Background: an optimization exercise with open tools, aiming at small area. Do not read the settings as production practice. Where RTL was checked, it was by simulation tests only, not by an equivalence proof against the original. No activity file was given, so power comes from the tool's default toggle rates. The flow treats the clock pin as an ideal source, which a real chip does not have.

## frame_uart_top
module frame_uart_top (
  input  logic   clk,
  input  logic   uart_reset,
  input  logic   store_req,
  input  logic   send_req,
  input  capture_pkg::pixel_t pixel_in,
  input  logic   pixel_valid,
  output logic   txd,
  output logic   capture_busy,
  output logic   send_done
);
  localparam int NPIX = 128;
  localparam int WP   = 8;             
  localparam int NWP  = NPIX / WP;     
  localparam int DL   = WP - 1;        
  typedef enum logic [1:0] {
    S_IDLE  = 2'd0,
    S_STORE = 2'd1,
    S_ALIGN = 2'd2,
    S_TX    = 2'd3
  } state_e;
  state_e state;
  logic [7:0] ring [NPIX];
  logic [6:0] ring_pos;
  logic [6:0] pix_idx;
  logic [7:0] dl_data [1:DL];
  logic       dl_pend [1:DL];
  logic       txd_q;
  logic       store_start;
  logic       arrive;
  logic       have;
  logic       aligned;
  logic       wr;
  logic [7:0] wdata;
  logic [DL:0] take;     
  assign store_start = (state == S_IDLE) && !uart_reset && store_req;
  assign arrive      = (state == S_STORE) && !uart_reset && pixel_valid;
  assign aligned     = (ring_pos[2:0] == 3'd0);
  logic [DL:1] older;    
  ...
==> module frame_uart_top, before the edit <==
module frame_uart_top (
  input  logic   clk,
  input  logic   uart_reset,
  input  logic   store_req,
  input  logic   send_req,
  input  capture_pkg::pixel_t pixel_in,
  input  logic   pixel_valid,
  output logic   txd,
  output logic   capture_busy,
  output logic   send_done
);
  localparam int NPIX = 128;
  localparam int WP   = 8;             
  localparam int NWP  = NPIX / WP;     
  localparam int DL   = WP - 1;        
  typedef enum logic [1:0] {
    S_IDLE  = 2'd0,
    S_STORE = 2'd1,
    S_ALIGN = 2'd2,
    S_TX    = 2'd3
  } state_e;
  state_e state;
  logic [7:0] ring [NPIX];
  logic [6:0] ring_pos;
  logic [6:0] pix_idx;
  logic [7:0] dl_data [1:DL];
  logic       dl_pend [1:DL];
  logic       txd_q;
  logic       store_start;
  logic       arrive;
  logic       have;
  logic       aligned;
  logic       wr;
  logic [7:0] wdata;
  logic [DL:0] take;     
  assign store_start = (state == S_IDLE) && !uart_reset && store_req;
  assign arrive      = (state == S_STORE) && !uart_reset && pixel_valid;
  assign aligned     = (ring_pos[2:0] == 3'd0);
  logic [DL:1] older;    
  always_comb begin
    older[DL] = 1'b0;
    for (int k = DL - 1; k >= 1; k--) begin
      older[k] = older[k+1] || dl_pend[k+1];
    end
    have = arrive;
    for (int k = 1; k <= DL; k++) begin
      take[k] = dl_pend[k] && !older[k];
      have    = have || dl_pend[k];
    end
    take[0] = arrive && !older[1] && !dl_pend[1];
    wdata = {8{take[0]}} & pixel_in;
    for (int k = 1; k <= DL; k++) begin
      wdata = wdata | ({8{take[k]}} & dl_data[k]);
    end
  end
  assign wr = aligned && have;
  always_ff @(posedge clk) begin
    dl_data[1] <= pixel_in;
    dl_pend[1] <= arrive && !(wr && take[0]) && !store_start;
    for (int k = 1; k < DL; k++) begin
      dl_data[k+1] <= dl_data[k];
      dl_pend[k+1] <= dl_pend[k] && !(wr && take[k]) && !store_start;
    end
  end
  always_ff @(posedge clk) begin
    for (int s = 0; s < NPIX; s++) begin
      if ((s % WP) == 0 && wr && ring_pos[6:3] == 4'(s / WP)) begin
        ring[s] <= ((s / WP) % 2 == 1) ? ~wdata : wdata;
      end else if ((s % WP) == 0) begin
        ring[s] <= ~ring[(s + NPIX - 1) % NPIX];
      end else begin
        ring[s] <= ring[(s + NPIX - 1) % NPIX];
      end
    end
  end
  logic realign;
  logic cap;
  logic hold;
  assign realign = (state == S_ALIGN) && !have && (pix_idx != 7'd0);
  assign cap     = (ring_pos == 7'd0) &&
                   (((state == S_ALIGN) && !have && (pix_idx == 7'd0)) ||
                    ((state == S_TX) && txd_q));
  assign hold    = wr || realign || cap;
  always_ff @(posedge clk) begin
    ring_pos <= ring_pos + {6'd0, !hold};
    pix_idx  <= (pix_idx + {6'd0, arrive || realign || cap}) & {7{!store_start}};
  end
  always_ff @(posedge clk) begin
    if (uart_reset) begin
      state <= S_IDLE;
    end else begin
      case (state)
        S_IDLE: begin
          if (store_req)     state <= S_STORE;
          else if (send_req) state <= S_ALIGN;
        end
        S_STORE: begin
          if (arrive && pix_idx == 7'd127) state <= S_IDLE;
        end
        S_ALIGN: begin
          if (cap) state <= S_TX;
        end
        S_TX: begin
          if (ring_pos == 7'd127 && pix_idx == 7'd0) state <= S_IDLE;
        end
        default: state <= S_IDLE;
      endcase
    end
  end
  logic       slot_last;
  logic       next_bit;
  logic [4:0] slot;
  assign slot      = ring_pos[6:2];
  assign slot_last = (ring_pos[1:0] == 2'd3);
  always_comb begin
    case (slot)
      5'd5:    next_bit = ring[23][2];
      5'd6:    next_bit = !ring[27][3];
      5'd7:    next_bit = !ring[31][4];
      5'd16:   next_bit = ring[67][0];
      5'd17:   next_bit = ring[71][1];
      5'd25:   next_bit = ring[103][5];
      5'd26:   next_bit = !ring[107][6];
      5'd27:   next_bit = !ring[111][7];
      5'd8, 5'd18, 5'd28, 5'd29, 5'd30, 5'd31:
               next_bit = 1'b1;
      default: next_bit = 1'b0;
    endcase
  end
  always_ff @(posedge clk) begin
    if (uart_reset) begin
      txd_q <= 1'b1;
    end else if (cap) begin
      txd_q <= 1'b0;
    end else if (state == S_TX) begin
      if (slot_last) txd_q <= next_bit;
    end else begin
      txd_q <= 1'b1;
    end
  end
  assign txd          = txd_q;
  assign capture_busy = (state != S_IDLE);
  assign send_done    = (state == S_TX) && (ring_pos == 7'd127) && (pix_idx == 7'd0);
endmodule
export LEC_CHECK = 0
export CAP_MARGIN = 20
export CORE_MARGIN = 2
export CORE_UTILIZATION = 70
export CTS_BUF_LIST = sky130_fd_sc_hd__clkbuf_16
export CTS_CLUSTER_DIAMETER = 100
export CTS_CLUSTER_SIZE = 33
export PLACE_DENSITY = 0.8
export SLEW_MARGIN = 20
create_clock -name core_clock -period 10.0 [get_ports {clk}]
run.sh (not shown) runs the stock make flow with config.mk's settings and CLKGATE_MAP_FILE= SYNTH_SCRIPT=/design/flow/synth_recipe.tcl, a recipe that flattens the netlist after the stock synthesis.
Then changed:
--- a/flow/design.v
+++ b/flow/design.v
@@ -40,13 +40,15 @@
   localparam int NPIX = 128;
   localparam int WP   = 8;             
   localparam int NWP  = NPIX / WP;     
   localparam int DL   = WP - 1;        
-  typedef enum logic [1:0] {
-    S_IDLE  = 2'd0,
-    S_STORE = 2'd1,
-    S_ALIGN = 2'd2,
-    S_TX    = 2'd3
+  typedef enum logic [2:0] {
+    S_IDLE  = 3'd0,
+    S_STORE = 3'd1,
+    S_ALIGN = 3'd2,
+    S_LOAD  = 3'd3,
+    S_TX    = 3'd4,
+    S_DONE  = 3'd5
   } state_e;
   state_e state;
   logic [7:0] ring [NPIX];
   logic [6:0] ring_pos;
@@ -104,11 +106,9 @@
   logic realign;
   logic cap;
   logic hold;
   assign realign = (state == S_ALIGN) && !have && (pix_idx != 7'd0);
-  assign cap     = (ring_pos == 7'd0) &&
-                   (((state == S_ALIGN) && !have && (pix_idx == 7'd0)) ||
-                    ((state == S_TX) && txd_q));
+  assign cap     = (state == S_LOAD) && (ring_pos == 7'd0);
   assign hold    = wr || realign || cap;
   always_ff @(posedge clk) begin
     ring_pos <= ring_pos + {6'd0, !hold};
     pix_idx  <= (pix_idx + {6'd0, arrive || realign || cap}) & {7{!store_start}};
@@ -125,12 +125,17 @@
         S_STORE: begin
           if (arrive && pix_idx == 7'd127) state <= S_IDLE;
         end
         S_ALIGN: begin
+          if (!have && pix_idx == 7'd0) state <= S_LOAD;
+        end
+        S_LOAD: begin
           if (cap) state <= S_TX;
         end
         S_TX: begin
-          if (ring_pos == 7'd127 && pix_idx == 7'd0) state <= S_IDLE;
+          if (ring_pos == 7'd127) begin
+            state <= (pix_idx == 7'd0) ? S_DONE : S_LOAD;
+          end
         end
         default: state <= S_IDLE;
       endcase
     end
@@ -157,16 +162,14 @@
   end
   always_ff @(posedge clk) begin
     if (uart_reset) begin
       txd_q <= 1'b1;
-    end else if (cap) begin
-      txd_q <= 1'b0;
     end else if (state == S_TX) begin
       if (slot_last) txd_q <= next_bit;
     end else begin
-      txd_q <= 1'b1;
+      txd_q <= !cap;
     end
   end
   assign txd          = txd_q;
   assign capture_busy = (state != S_IDLE);
-  assign send_done    = (state == S_TX) && (ring_pos == 7'd127) && (pix_idx == 7'd0);
+  assign send_done    = (state == S_DONE);
 endmodule
Result:
- power grows by a few percent
- sequential share of layout area shrinks by 0.20 points
- synthesized area goes down slightly
- count of clock-buffer cells in the layout goes down by 1
- wire length climbs by a little under a tenth
- first-iteration DRC count grows by a quarter to a third
- cell area increases slightly
- die area went down slightly
- global-route usage rose by 2.5 points
- via count rises by a few percent
- setup slack is better by 0.28 ns
- synthesized cell count increases slightly
- flip-flop and latch count grows by 1
- clock skew came out higher by 0.0043 ns
Function not checked in the second run of this note: the RTL went through the layout flow alone.

-- afterwards: timing with drivers on the ports --
No port has a modelled driver above. Below, the same layouts with a new extraction and two added sets of constraints.
Step 1 assumes that a clkbuf_16 drives the clock port and a buf_2 every other input.
Step 2 also shifts input and output timing later by t, the mid clock arrival at the registers, as if the neighbouring blocks saw the same clock.
Slacks: ideal ports / drivers / drivers and shift; pairs: ideal ports / drivers.
run | t, ns | setup WS [ns] | pins driven straight from the clock port
the first run | 0.615 | 5.440 / 5.391 / 5.508 | 1
the second run | 0.639 | 5.723 / 5.752 / 5.113 | 1
After both steps setup and hold are still met in every run listed. The setup slack of the second run, which loses most, moves by +0.029 ns with the drivers and by -0.610 ns with both steps.
